From an optimization exercise on the open Yosys and OpenROAD flow, aimed at small area, a short achievable clock period and few clock cycles per item; shortcuts taken in it are not production practice.
The RTL was checked by simulation tests, not by an equivalence proof against the original design.
Power is estimated from default activity; no workload was simulated.

==> fjord <==
## alu_muldiv_control
module alu_muldiv_control #(
    parameter int XLEN     = 64,
    parameter bit ENABLE_M = 1'b1
) (
    input  logic            clk,
    input  logic            rst_n,
    input  logic [1:0]      alu_op,
    input  logic [6:0]      funct7,
    input  logic [2:0]      funct3,
    input  logic            in_valid,
    output logic            in_ready,
    input  logic [XLEN-1:0] op_a,
    input  logic [XLEN-1:0] op_b,
    input  logic            flush,
    output logic [3:0]      alu_control_signal,
    output logic            illegal,
    output logic            stall,
    output logic            out_valid,
    input  logic            out_ready,
    output logic [XLEN-1:0] md_result
);
    function automatic logic [3:0] alu_func_code(input logic [2:0] f3,
                                                 input logic       alt,
                                                 input logic       is_rtype);
        case (f3)
            3'b000:  alu_func_code = (alt && is_rtype) ? ALU_SUB : ALU_ADD;
            3'b001:  alu_func_code = ALU_SLL;
            3'b010:  alu_func_code = ALU_SLT;
            3'b011:  alu_func_code = ALU_SLTU;
            3'b100:  alu_func_code = ALU_XOR;
            3'b101:  alu_func_code = alt ? ALU_SRA : ALU_SRL;
            3'b110:  alu_func_code = ALU_OR;
            default: alu_func_code = ALU_AND;
        endcase
    endfunction
    logic [3:0] w_alu_code;
    logic       w_illegal, w_f7_std, w_m_op;
    assign w_f7_std = (funct7 == FUNCT7_BASE) || (funct7 == FUNCT7_ALT);
    assign w_m_op   = ENABLE_M && (alu_op == ALUOP_RTYPE) && (funct7 == FUNCT7_MULDIV);
    always_comb begin
        w_alu_code = ALU_ADD;
        w_illegal  = 1'b0;
        case (alu_op)
            ALUOP_MEM: w_alu_code = ALU_ADD;
            ALUOP_BR:  w_alu_code = ALU_SUB;
  ...
==> flow/config.mk <==
export PLATFORM = sky130hd
export DESIGN_NAME = alu_muldiv_control
export DESIGN_NICKNAME = alu_muldiv_control
export VERILOG_FILES = /design/flow/design.v
export SDC_FILE = /design/flow/constraint.sdc
export NUM_CORES = 4
export LEC_CHECK = 0
export CAP_MARGIN = 20
export CORE_MARGIN = 2
export CORE_UTILIZATION = 40
export SETUP_SLACK_MARGIN = 3
export SLEW_MARGIN = 20
==> flow/constraint.sdc <==
create_clock -name core_clock -period 8.0 [get_ports {clk}]
set_input_delay 1.6000 -clock core_clock [delete_from_list [all_inputs] [get_ports {clk}]]
set_output_delay 1.6000 -clock core_clock [all_outputs]
set_load 0.01 [all_outputs]
run.sh (not shown) runs the stock make flow with config.mk's settings and CLKGATE_MAP_FILE= SYNTH_SCRIPT=/design/flow/synth_recipe.tcl, a recipe that flattens the netlist after the stock synthesis.
==> garnet (differences from fjord) <==
--- a/flow/design.v
+++ b/flow/design.v
@@ -25,15 +25,14 @@
     localparam logic [2:0] F3_REM    = 3'b110;
     localparam logic [2:0] F3_REMU   = 3'b111;
     typedef enum logic [2:0] {
         ST_IDLE = 3'b000,
         ST_PREP = 3'b001,
         ST_BUSY = 3'b010,
         ST_FIX  = 3'b011,
-        ST_WAIT = 3'b101,
         ST_DONE = 3'b100
     } md_state_t;
 endpackage
 import alu_muldiv_control_pkg::*;
 module alu_muldiv_control_add #(
     parameter int N = 66
 ) (
@@ -115,29 +114,26 @@
     input  logic            i_fix,
     input  logic            i_out,
     input  logic [2:0]      i_funct3,
     input  logic [XLEN-1:0] i_op_a,
     input  logic [XLEN-1:0] i_op_b,
     output logic [6:0]      o_cnt_init,
     output logic            o_fix,
-    output logic            o_wait,
     output logic            o_div,
     output logic [XLEN-1:0] o_result
 );
     localparam int W = 68;            
     logic [67:0] r_zh;
     logic [63:0] r_zl;
     logic [64:0] r_x;
     logic [2:0]  r_f3;
-    logic        r_sa, r_sb;          
-    logic [6:0]  r_bla, r_blb;        
-    logic        r_swap;              
+    logic        r_sl, r_sh;          
+    logic [6:0]  r_bll, r_blh;        
     logic        r_neg;               
     logic        r_hi;                
-    logic        r_cm;                
     logic [5:0]  r_bd;                
     logic [14:0] r_pc, r_nc;          
     logic        r_mh;                
     logic        r_use_zh, r_inv;     
     logic w_is_div, w_a_signed, w_b_signed;
     assign w_is_div   = i_funct3[2];
     assign w_a_signed = w_is_div ? !i_funct3[0] : (i_funct3 != F3_MULHU);
@@ -145,163 +141,165 @@
     logic        w_sa, w_sb, w_va, w_vb;
     logic [5:0]  w_pa, w_pb;
     assign w_sa = w_a_signed && i_op_a[63];
     assign w_sb = w_b_signed && i_op_b[63];
     alu_muldiv_control_blen u_bla (.x(i_op_a ^ {64{w_sa}}), .v(w_va), .p(w_pa));
     alu_muldiv_control_blen u_blb (.x(i_op_b ^ {64{w_sb}}), .v(w_vb), .p(w_pb));
     logic [6:0]  w_bla, w_blb;
-    logic        w_swap;
+    logic        w_swap, w_lo_a;
     assign w_swap = {w_vb, w_pb} < {w_va, w_pa};
+    assign w_lo_a = w_is_div || w_swap;
     assign w_bla = w_va ? ({1'b0, w_pa} + 7'd1) : 7'd0;
     assign w_blb = w_vb ? ({1'b0, w_pb} + 7'd1) : 7'd0;
     logic        p_div;
     logic [6:0]  p_la, p_lm, p_k, p_n, p_mul_sh;
-    logic        p_swap, p_bz, p_lt, p_cm, p_cx, p_neg;
+    logic        p_bz, p_lt, p_cm, p_cx, p_neg;
     logic [63:0] p_mplier;
     logic [67:0] p_sh_in, p_sh_out;
     logic [6:0]  p_sh_amt;
     assign p_div = r_f3[2];
     assign o_div = p_div;
-    assign p_bz  = (r_zh[63:0] == 64'd0);
-    assign p_la  = r_bla + {6'd0, r_sa};
-    assign p_lt  = p_la < r_blb;
-    assign p_k   = p_la - r_blb;
-    assign p_swap   = r_swap;
-    assign p_lm     = p_swap ? r_blb : r_bla;
-    assign p_cm     = p_swap ? r_sb : r_sa;
-    assign p_cx     = p_swap ? r_sa : r_sb;
-    assign p_mplier = (p_swap ? r_zh[63:0] : r_zl) ^ {64{p_cm}};
+    assign p_bz  = (r_blh == 7'd0) && !r_sh;
+    assign p_la  = r_bll + {6'd0, r_sl};
+    assign p_lt  = p_la < r_blh;
+    assign p_k   = p_la - r_blh;
+    assign p_lm     = r_blh;
+    assign p_cm     = r_sh;
+    assign p_cx     = r_sl;
+    assign p_mplier = r_zh[63:0];
     assign p_n      = (p_lm == 7'd0 && !p_cm) ? 7'd0 : ((p_lm + 7'd4) >> 2);
     assign p_mul_sh = 7'd68 - {p_n[4:0], 2'b00};
-    assign p_sh_in  = p_div ? {{4{r_zh[63]}}, r_zh[63:0]} : {4'd0, p_mplier};
+    assign p_sh_in  = {{4{p_div && r_sh}}, p_mplier};
     assign p_sh_amt = p_div ? p_k : p_mul_sh;
     assign p_sh_out = p_sh_in << p_sh_amt;
-    assign p_neg = p_div ? (r_f3[1] ? r_sa : ((r_sa ^ r_sb) && !p_bz)) : (r_sa ^ r_sb);
+    assign p_neg = p_div && (r_f3[1] ? r_sl : ((r_sl ^ r_sh) && !p_bz));
     assign o_fix  = i_prep ? (p_neg || (!p_div && r_f3[1:0] != 2'b00)) : (r_neg || r_mh);
-    assign o_wait = r_neg && r_mh;
     always_comb begin
         if (p_div) o_cnt_init = (p_bz || p_lt) ? 7'd0 : (p_k + 7'd1);
         else       o_cnt_init = p_n;
     end
     logic        s_mul, s_div, s_use_zh, s_inv, s_ci;
     logic [63:0] s_sel;
     logic [W-1:0] s_in1, s_in2, s_in3, s_sum, s_car, s_res;
-    logic        s_co, s_q, m_lo0, r_lo0;
-    always_ff @(posedge clk) r_lo0 <= i_prep || (r_zl == 64'd0);
-    assign m_lo0 = r_lo0;
+    logic        s_co, s_q;
     assign s_mul    = i_mul_step;
     assign s_div    = i_div_step;
     assign s_use_zh = r_use_zh;
     assign s_sel    = s_use_zh ? r_zh[63:0] : r_zl;
     assign s_inv    = r_inv;
     function automatic logic [5:0] booth2(input logic [4:0] t);
         booth2 = {(t[4] & !t[3] & !t[2]) | (!t[4] & t[3] & t[2]), t[3] ^ t[2], t[4],
                   (t[2] & !t[1] & !t[0]) | (!t[2] & t[1] & t[0]), t[1] ^ t[0], t[2]};
     endfunction
     logic [5:0]  b_nx;
     logic        b_one0, b_two0, b_neg0, b_one1, b_two1, b_neg1;
     logic [W-1:0] b_v0, b_v1;
-    assign b_nx   = i_prep ? booth2({p_sh_out[67:64], i_last_nx ? p_cm : p_sh_out[63]})
-                           : booth2({r_zh[63:60], i_last_nx ? r_cm : r_zh[59]});
+    assign b_nx   = i_prep ? booth2({p_sh_out[67:64], !i_last_nx && p_sh_out[63]})
+                           : booth2({r_zh[63:60], !i_last_nx && r_zh[59]});
     assign {b_two1, b_one1, b_neg1, b_two0, b_one0, b_neg0} = r_bd;
-    assign b_v0   = ({4'd0, r_x[63:0]} & {W{b_one0}}) | ({3'd0, r_x[63:0], 1'b0} & {W{b_two0}});
-    assign b_v1   = ({2'd0, r_x[63:0], 2'd0} & {W{b_one1}}) | ({1'd0, r_x[63:0], 3'd0} & {W{b_two1}});
+    assign b_v0   = ({{3{r_x[64]}}, r_x} & {W{b_one0}}) | ({{2{r_x[64]}}, r_x, 1'b0} & {W{b_two0}});
+    assign b_v1   = ({r_x[64], r_x, 2'd0} & {W{b_one1}}) | ({r_x, 3'd0} & {W{b_two1}});
+    logic s_fix_mh, r_fix_mh;
+    assign s_fix_mh = r_fix_mh;
     always_comb begin
-        s_in1 = {s_sel ^ {64{s_inv}}, {4{s_inv}}};
-        s_in2 = '0;
-        s_in3 = '0;
-        s_ci  = s_inv;
-        if (s_div) begin
-            s_in2 = r_sb ? {r_x[63:0], 4'b0000} : {~r_x[63:0], 4'b1111};
-            s_ci  = !r_sb;
-        end else if (s_mul) begin
-            s_in1 = {s_sel, 3'b000, b_neg0};
+        if (s_mul) s_in1 = {s_sel, 3'b000, b_neg0};
+        else       s_in1 = {4'd0, s_sel ^ {64{s_inv}}};
+        if (s_fix_mh) begin
+            s_in2 = {4'd0, m_pc};
+            s_in3 = {4'b1111, ~m_nc};
+        end else begin
             s_in2 = b_v0 ^ {W{b_neg0}};
             s_in3 = b_v1 ^ {W{b_neg1}};
-            s_ci  = b_neg1;
-        end else if (i_fix && r_mh) begin
-            s_in2 = {m_pc ^ {64{r_neg}}, {4{r_neg && m_lo0}}};
-            s_in3 = {m_nc ^ {64{!r_neg}}, r_neg ? {3'b000, m_lo0} : 4'b1111};
-            s_ci  = 1'b1;
         end
+        if (s_mul)                 s_ci = b_neg1;
+        else if (s_div)            s_ci = b_neg0;
+        else if (s_fix_mh)         s_ci = 1'b1;
+        else                       s_ci = s_inv;
     end
     assign s_sum = s_in1 ^ s_in2 ^ s_in3;
     assign s_car = (s_in1 & s_in2) | (s_in1 & s_in3) | (s_in2 & s_in3);
     alu_muldiv_control_add #(.N(W)) u_add (
         .a (s_sum),
         .b ({s_car[W-2:0], 1'b0}),
         .ci(s_ci),
         .s (s_res),
         .co(s_co)
     );
-    assign s_q = s_co | s_car[W-1];
+    assign s_q = s_co;
     logic        m_inc, m_dec;
     logic [1:0]  m_cs;
     logic [63:0] m_pc, m_nc;
     assign m_cs  = {1'b0, s_co} + {1'b0, s_car[W-1]};
-    assign m_inc = (m_cs == 2'd1 && !b_neg0 && !b_neg1) || (m_cs == 2'd2 && (b_neg0 ^ b_neg1));
-    assign m_dec = (m_cs == 2'd0 && (b_neg0 ^ b_neg1)) || (m_cs == 2'd1 && b_neg0 && b_neg1);
+    logic        m_k0, m_k1;
+    assign m_k0  = b_neg0 ^ (r_x[64] && (b_one0 || b_two0));
+    assign m_k1  = b_neg1 ^ (r_x[64] && (b_one1 || b_two1));
+    assign m_inc = (m_cs == 2'd1 && !m_k0 && !m_k1) || (m_cs == 2'd2 && (m_k0 ^ m_k1));
+    assign m_dec = (m_cs == 2'd0 && (m_k0 ^ m_k1)) || (m_cs == 2'd1 && m_k0 && m_k1);
     for (genvar k = 0; k < 16; k++) begin : g_carry
         if (k < 15) begin : g_in
             assign m_pc[4*k+7:4*k+4] = {3'b000, r_pc[k]};
             assign m_nc[4*k+7:4*k+4] = {3'b000, r_nc[k]};
         end else begin : g_low
             assign m_pc[3:0] = 4'b0000;
             assign m_nc[3:0] = 4'b0000;
         end
     end
     always_ff @(posedge clk) begin
         if (i_capture) begin
-            r_zl  <= i_op_a;
-            r_zh  <= {4'd0, i_op_b};
+            r_bd  <= 6'd0;
+            r_fix_mh <= 1'b0;
+            r_zl  <= w_lo_a ? i_op_a : i_op_b;
+            r_zh  <= {4'd0, w_lo_a ? i_op_b : i_op_a};
             r_f3  <= i_funct3;
-            r_sa  <= w_sa;
-            r_sb  <= w_sb;
-            r_bla <= w_bla;
-            r_blb <= w_blb;
-            r_swap <= w_swap;
-            r_use_zh <= !w_is_div && !w_swap;
-            r_inv    <= w_is_div ? w_sa : (w_swap ? w_sa : w_sb);
+            r_sl  <= w_lo_a ? w_sa : w_sb;
+            r_sh  <= w_lo_a ? w_sb : w_sa;
+            r_bll <= w_lo_a ? w_bla : w_blb;
+            r_blh <= w_lo_a ? w_blb : w_bla;
+            r_use_zh <= 1'b0;
+            r_inv    <= w_is_div && w_sa;
         end else if (i_prep) begin
+            r_bd <= (o_cnt_init == 7'd0) ? 6'd0 : (p_div ? {3'b000, 1'b0, 1'b1, !r_sh} : b_nx);
+            r_fix_mh <= (o_cnt_init == 7'd0) && !p_div && (r_f3[1:0] != 2'b00);
             r_use_zh <= (o_cnt_init == 7'd0) && (p_div ? !r_f3[1] : (r_f3[1:0] != 2'b00));
-            r_inv    <= (o_cnt_init == 7'd0) && ((!p_div && r_f3[1:0] != 2'b00) ? p_neg : 1'b1);
-            r_bd  <= b_nx;
+            r_inv    <= (o_cnt_init == 7'd0) && p_div;
             r_pc  <= 15'd0;
             r_nc  <= 15'd0;
             r_mh  <= !p_div && (r_f3[1:0] != 2'b00);
             r_neg <= p_neg;
-            r_cm  <= p_cm;
             if (p_div) begin
                 r_zh <= {4'd0, {64{p_bz}}};
-                r_zl <= s_res[W-1:4];
+                r_zl <= s_res[63:0];
                 r_x  <= p_sh_out[64:0];
                 r_hi <= !r_f3[1];
             end else begin
                 r_zh <= (p_n == 7'd0) ? 68'd0 : p_sh_out;
                 r_zl <= 64'd0;
-                r_x  <= {1'b0, s_res[W-1:4]};
+                r_x  <= {r_sl, s_res[63:0]};
                 r_hi <= (r_f3[1:0] != 2'b00);
             end
         end else if (i_step) begin
             r_use_zh <= i_last && r_hi;
-            r_inv    <= i_last && (r_mh ? r_neg : 1'b1);
+            r_fix_mh <= i_last && r_mh;
+            r_inv    <= i_last && !r_mh;
             if (s_div) begin
                 r_zh <= {r_zh[66:0], s_q};
-                if (s_q) r_zl <= s_res[W-1:4];
+                if (s_q) r_zl <= s_res[63:0];
+                if (i_last) r_bd <= 6'd0;
                 r_x  <= {r_x[64], r_x[64:1]};
             end else begin
-                r_bd <= b_nx;
+                r_bd <= i_last ? 6'd0 : b_nx;
                 r_pc <= {r_pc[13:0], m_inc};
                 r_nc <= {r_nc[13:0], m_dec};
                 r_zh <= {r_zh[63:0], s_res[W-1:64]};
                 r_zl <= s_res[63:0];
             end
         end else if (i_fix) begin
             r_use_zh <= 1'b0;
-            r_zl <= s_res[W-1:4];
+            r_fix_mh <= 1'b0;
+            r_zl <= s_res[63:0];
             r_hi <= 1'b0;
             r_mh <= 1'b0;
         end
     end
     assign o_result = s_sel;
 endmodule
 import alu_muldiv_control_pkg::*;
@@ -364,27 +362,26 @@
     end
     assign alu_control_signal = w_alu_code;
     assign illegal            = w_illegal;
     alu_muldiv_control_pkg::md_state_t r_state, w_state_nx;
     logic [6:0] r_cnt;
     logic       r_last, r_prep, r_busy, r_fix, r_out, r_mul_step, r_div_step;
     logic [6:0] w_cnt_init;
-    logic       w_fix, w_wait, w_div, w_accept, w_in_ready, w_last_nx;
+    logic       w_fix, w_div, w_accept, w_in_ready, w_last_nx;
     assign w_in_ready = (r_state == ST_IDLE) || ((r_state == ST_DONE) && out_ready);
     assign w_accept   = w_in_ready && in_valid && w_m_op && !flush;
     always_comb begin
         w_state_nx = r_state;
         if (!rst_n || flush) begin
             w_state_nx = ST_IDLE;
         end else begin
             case (r_state)
                 ST_IDLE: if (w_accept) w_state_nx = ST_PREP;
                 ST_PREP: w_state_nx = (w_cnt_init != 7'd0) ? ST_BUSY : (w_fix ? ST_FIX : ST_DONE);
-                ST_BUSY: if (r_last) w_state_nx = w_wait ? ST_WAIT : (w_fix ? ST_FIX : ST_DONE);
-                ST_WAIT: w_state_nx = ST_FIX;
+                ST_BUSY: if (r_last) w_state_nx = w_fix ? ST_FIX : ST_DONE;
                 ST_FIX:  w_state_nx = ST_DONE;
                 default: if (out_ready) w_state_nx = w_accept ? ST_PREP : ST_IDLE;
             endcase
         end
     end
     always_ff @(posedge clk) begin
         r_state <= w_state_nx;
@@ -417,12 +414,11 @@
         .i_fix     (r_fix),
         .i_out     (r_out),
         .i_funct3  (funct3),
         .i_op_a    (op_a),
         .i_op_b    (op_b),
         .o_cnt_init(w_cnt_init),
         .o_fix     (w_fix),
-        .o_wait    (w_wait),
         .o_div     (w_div),
         .o_result  (md_result)
     );
 endmodule
- ABC_AREA: not set -> 1
==> summary.txt <==
Launch point of the worst path: garnet funct3[1]; fjord u_muldiv.r_bd[2]
Antenna diodes: garnet 2; fjord 6
Multi-input gate area: garnet 0.0237 mm2; fjord 0.0284 mm2
Post-route total power: garnet 10.3 mW; fjord 10.3 mW
Count of multi-input gates: garnet 4343; fjord 3526
Data-path buffer share of cell area in the final layout: garnet 0.115; fjord 0.120
Met3 demand-to-capacity share in global routing: garnet 0.115; fjord 0.119
Run status: garnet timing/DRC/antenna clean; fjord timing/DRC/antenna clean
Inverters: garnet 650; fjord 104
Final Cycle Share: garnet 0.617; fjord 0.655
Number of nets produced by synthesis: garnet 5907; fjord 4537
Req. time, crit path: garnet 8330 ps; fjord 8340 ps
Synth-to-Final Area Change: garnet 22.4%; fjord 26.4%
Non-clock buffer instance count of the final layout: garnet 435; fjord 502
Testbench counts of fjord, summed over its fixed seeds: cycles 28,316, ops 2,400.
Testbench counts of garnet, summed over its fixed seeds: cycles 27,724, ops 2,400.

## what the ideal ports hide
No port has a modelled driver above. Below, the same layouts with a new extraction and two added sets of constraints.
Step 1 (the two cells are an assumption about what drives the block):
set clk [get_ports {clk}]
set_driving_cell -lib_cell sky130_fd_sc_hd__clkbuf_16 $clk
set_driving_cell -lib_cell sky130_fd_sc_hd__buf_2 [delete_from_list [all_inputs] $clk]
Step 2 moves the port delays by t, midway between the first and last clock arrival at a register: inputs arrive t later, outputs are due t later. That takes back most of the time a late clock gives input paths.
a / b / c = no drivers / after step 1 / after step 2; a / b = the first two.
run	shift t [ns]	setup slack, ns	hold slack, ns	worst data-port slew with drivers (ns)	pins driven straight from the clock port
fjord	0.649	2.761 / 2.761 / 2.434	0.499 / 0.499 / 0.499	0.05	1
garnet	0.631	3.062 / 3.084 / 2.474	0.438 / 0.438 / 0.438	0.09	1
After both steps every run listed still meets setup and hold. For garnet, which loses most, drivers alone change the setup slack by +0.022 ns; drivers and shift together by -0.588 ns.
